Background: an optimization exercise with open tools, aiming at small area, a short achievable clock period and few clock cycles. Do not read the settings as production practice. In this exercise RTL edits were held to simulation tests only and were not proved equivalent to the original. Power and IR drop assume default switching activity.

==> flow/design.v <==
module hfg_rec_sched #(
    parameter int REC_LAT = 2
) (
    input  logic             iClk,
    input  logic             iReset_n,
    input  logic             iStart,
    input  logic [7:0]       iNumRec,
    output logic [7:0]       oDescAddr,
    input  logic [40:0]      iDescData,
    output logic [9:0]       oIiAddr,
    input  logic [20:0]      iIiData,
    output logic [83:0]      o4Rec0,
    output logic [83:0]      o4Rec1,
    output logic [83:0]      o4Rec2,
    output logic [83:0]      o4Rec3,
    output logic [83:0]      o4Rec4,
    output logic [83:0]      o4Rec5,
    output logic [83:0]      o4Rec6,
    output logic [83:0]      o4Rec7,
    output logic [7:0]       oSign,
    output logic             oReady,
    output logic             oResValid,
    output logic [7:0]       oResMask,
    output logic             oBusy,
    output logic             oDone
);
    logic [20:0]        chain [32];
    logic [7:0]         sgn;
    logic [9:0]         ii_addr_q;
    logic               busy_q;
    logic [7:0]         num_q;
    logic [7:0]         desc_addr;    
    logic               sel_act;      
    logic [1:0]         sel_ph;
    logic               last_q;       
    logic               a_real, a_last;   
    logic               c_real, c_last;   
    logic               pad;          
    logic [4:0]         cw;           
    logic               ready_q;
    logic               lastb_q;
    logic [REC_LAT-1:0] dl_v;
    logic [REC_LAT-1:0] dl_l;
    logic [7:0]         mask_q;
    logic               done_q;
    logic               accept;
    logic               cap_any;
    logic [7:0]         last_mask;
    assign accept  = iStart && !busy_q;
    assign cap_any = c_real || pad;
    always_comb begin
        for (int l = 0; l < 8; l++) last_mask[l] = (num_q[2:0] == 3'd0) || (3'(l) < num_q[2:0]);
    end
    always_ff @(posedge iClk) begin
        chain[0] <= c_real ? iIiData : 21'd0;
        for (int i = 1; i < 32; i++) chain[i] <= chain[i-1];
        case (sel_ph)
            2'd0: ii_addr_q <= iDescData[9:0];
            2'd1: ii_addr_q <= iDescData[19:10];
            2'd2: ii_addr_q <= iDescData[29:20];
            default: ii_addr_q <= iDescData[39:30];
        endcase
        if (sel_act && sel_ph == 2'd3)
            sgn <= {iDescData[40], sgn[7:1]};
        else if (pad && cw[1:0] == 2'd3)
            sgn <= {1'b0, sgn[7:1]};
    end
    always_ff @(posedge iClk or negedge iReset_n) begin
        if (!iReset_n) begin
            busy_q    <= 1'b0;
            num_q     <= '0;
            desc_addr <= '0;
            sel_act   <= 1'b0;
            sel_ph    <= '0;
            last_q    <= 1'b0;
            a_real    <= 1'b0;
            a_last    <= 1'b0;
            c_real    <= 1'b0;
            c_last    <= 1'b0;
            pad       <= 1'b0;
            cw        <= '0;
            ready_q   <= 1'b0;
            lastb_q   <= 1'b0;
            dl_v      <= '0;
            dl_l      <= '0;
            mask_q    <= '0;
            done_q    <= 1'b0;
        end else begin
            a_real <= 1'b0;
            a_last <= 1'b0;
            if (accept) begin
                num_q <= iNumRec;
                if (iNumRec != 8'd0) begin
                    busy_q  <= 1'b1;
                    sel_act <= 1'b1;
                    sel_ph  <= 2'd1;
                    a_real  <= 1'b1;
                    last_q  <= 1'b0;
                end else begin
                    busy_q  <= 1'b1;
                end
            end else if (sel_act) begin
                sel_ph <= sel_ph + 2'd1;
                a_real <= 1'b1;
                if (sel_ph == 2'd2) begin
                    last_q    <= (desc_addr + 8'd1) == num_q;
                    desc_addr <= ((desc_addr + 8'd1) == num_q) ? 8'd0 : desc_addr + 8'd1;
                end
                if (sel_ph == 2'd3) begin
                    a_last <= last_q;
                    if (last_q) sel_act <= 1'b0;
                end
            end
            c_real <= a_real;
            c_last <= a_last;
            if (cap_any) cw <= cw + 5'd1;
            if (cw == 5'd31) pad <= 1'b0;
            else if (c_last) pad <= 1'b1;
            ready_q <= cap_any && cw == 5'd31;
            lastb_q <= (c_last || pad) && cw == 5'd31;
            dl_v[0] <= ready_q;
            dl_l[0] <= lastb_q;
            for (int i = 1; i < REC_LAT; i++) begin
                dl_v[i] <= dl_v[i-1];
                dl_l[i] <= dl_l[i-1];
            end
            if (dl_v[REC_LAT-2]) mask_q <= dl_l[REC_LAT-2] ? last_mask : 8'hFF;
            else                 mask_q <= 8'h00;
            done_q <= (accept && iNumRec == 8'd0) || (dl_v[REC_LAT-2] && dl_l[REC_LAT-2]);
            if (done_q) busy_q <= 1'b0;
        end
    end
    assign oIiAddr   = ii_addr_q;
    assign oDescAddr = desc_addr;
    assign o4Rec0    = {chain[28], chain[29], chain[30], chain[31]};
    assign o4Rec1    = {chain[24], chain[25], chain[26], chain[27]};
    assign o4Rec2    = {chain[20], chain[21], chain[22], chain[23]};
    assign o4Rec3    = {chain[16], chain[17], chain[18], chain[19]};
    assign o4Rec4    = {chain[12], chain[13], chain[14], chain[15]};
    assign o4Rec5    = {chain[8],  chain[9],  chain[10], chain[11]};
    assign o4Rec6    = {chain[4],  chain[5],  chain[6],  chain[7]};
    assign o4Rec7    = {chain[0],  chain[1],  chain[2],  chain[3]};
    assign oSign     = sgn;
    assign oReady    = ready_q;
    assign oResValid = dl_v[REC_LAT-1];
    assign oResMask  = mask_q;
    assign oBusy     = busy_q;
    assign oDone     = done_q;
endmodule
==> flow/config.mk <==
export PLATFORM = sky130hd
export DESIGN_NAME = hfg_rec_sched
export DESIGN_NICKNAME = hfg_rec_sched
export VERILOG_FILES = /design/flow/design.v
export SDC_FILE = /design/flow/constraint.sdc
export NUM_CORES = 4
export LEC_CHECK = 0
export CAP_MARGIN = 20
export CORE_AREA = 5 5 270 270
export DIE_AREA = 0 0 275 275
export SLEW_MARGIN = 20
==> flow/constraint.sdc <==
create_clock -name core_clock -period 4.0 [get_ports {iClk}]
set_input_delay 0.8000 -clock core_clock [delete_from_list [all_inputs] [get_ports {iClk}]]
set_output_delay 0.8000 -clock core_clock [all_outputs]
set_load 0.01 [all_outputs]
run.sh (not shown) runs the stock make flow with config.mk's settings and CLKGATE_MAP_FILE= SYNTH_SCRIPT=/design/flow/synth_recipe.tcl, a recipe that flattens the netlist after the stock synthesis.
Testbench counts at the start, summed over its fixed seeds: cycles 100,960.
==> next run, changes <==
--- a/flow/design.v
+++ b/flow/design.v
@@ -84,35 +84,21 @@
             dl_v      <= '0;
             dl_l      <= '0;
             mask_q    <= '0;
             done_q    <= 1'b0;
         end else begin
-            a_real <= 1'b0;
-            a_last <= 1'b0;
+            a_real <= (accept && iNumRec != 8'd0) || sel_act;
+            a_last <= sel_act && sel_ph == 2'd3 && last_q;
+            sel_ph <= sel_act ? sel_ph + 2'd1 : {1'b0, accept && iNumRec != 8'd0};
             if (accept) begin
-                num_q <= iNumRec;
-                if (iNumRec != 8'd0) begin
-                    busy_q  <= 1'b1;
-                    sel_act <= 1'b1;
-                    sel_ph  <= 2'd1;
-                    a_real  <= 1'b1;
-                    last_q  <= 1'b0;
-                end else begin
-                    busy_q  <= 1'b1;
-                end
-            end else if (sel_act) begin
-                sel_ph <= sel_ph + 2'd1;
-                a_real <= 1'b1;
-                if (sel_ph == 2'd2) begin
-                    last_q    <= (desc_addr + 8'd1) == num_q;
-                    desc_addr <= ((desc_addr + 8'd1) == num_q) ? 8'd0 : desc_addr + 8'd1;
-                end
-                if (sel_ph == 2'd3) begin
-                    a_last <= last_q;
-                    if (last_q) sel_act <= 1'b0;
-                end
+                num_q  <= iNumRec;
+                busy_q <= 1'b1;
             end
+            if (accept && iNumRec != 8'd0) sel_act <= 1'b1;
+            if (sel_act && sel_ph == 2'd3 && last_q) sel_act <= 1'b0;
+            if (sel_act && sel_ph == 2'd1) last_q <= (desc_addr + 8'd1) == num_q;
+            if (sel_act && sel_ph == 2'd2) desc_addr <= last_q ? 8'd0 : desc_addr + 8'd1;
             c_real <= a_real;
             c_last <= a_last;
             if (cap_any) cw <= cw + 5'd1;
             if (cw == 5'd31) pad <= 1'b0;
             else if (c_last) pad <= 1'b1;
Result: Clock power rose by a little under a tenth. Worst setup slack improved by 41 ps. Synthesized area fell slightly. Wire length is higher by a little under a tenth. Critical path depth decreases by 5. Design area goes up slightly. Non-clock buffer count shrinks by 1. Die area stays the same. First-iteration DRC count came out higher by a few percent. Combinational power is lower by well over a third. Hold slack degrades by 17 ps. Sequential share of layout area drops by 0.26 points.
Testbench counts after the change, summed over its fixed seeds: cycles 100,960.

static timing again, ports no longer ideal:
In the flow no input, the clock included, has a driving cell. The finished layouts below were timed again as built, in two steps.
Step 1 assumes that a clkbuf_16 drives the clock port and a buf_2 every other input.
Step 2 also shifts input and output timing later by t, the mid clock arrival at the registers, as if the neighbouring blocks saw the same clock.
Three values: no drivers, after step 1, after step 2; two values: the first two.
| run | shift t [ns] | slack for setup (ns) | worst setup path after step 2 | pins driven straight from the clock port |
|---|---|---|---|---|
| the first run | 0.648 | 1.329 / 1.291 / 1.051 | input to register | 1 |
| the second run | 0.665 | 1.369 / 1.308 / 1.731 | input to register | 1 |
After both steps every run listed still meets setup and hold. The setup slack of the first run, which loses most, moves by -0.038 ns with the drivers and by -0.278 ns with both steps.
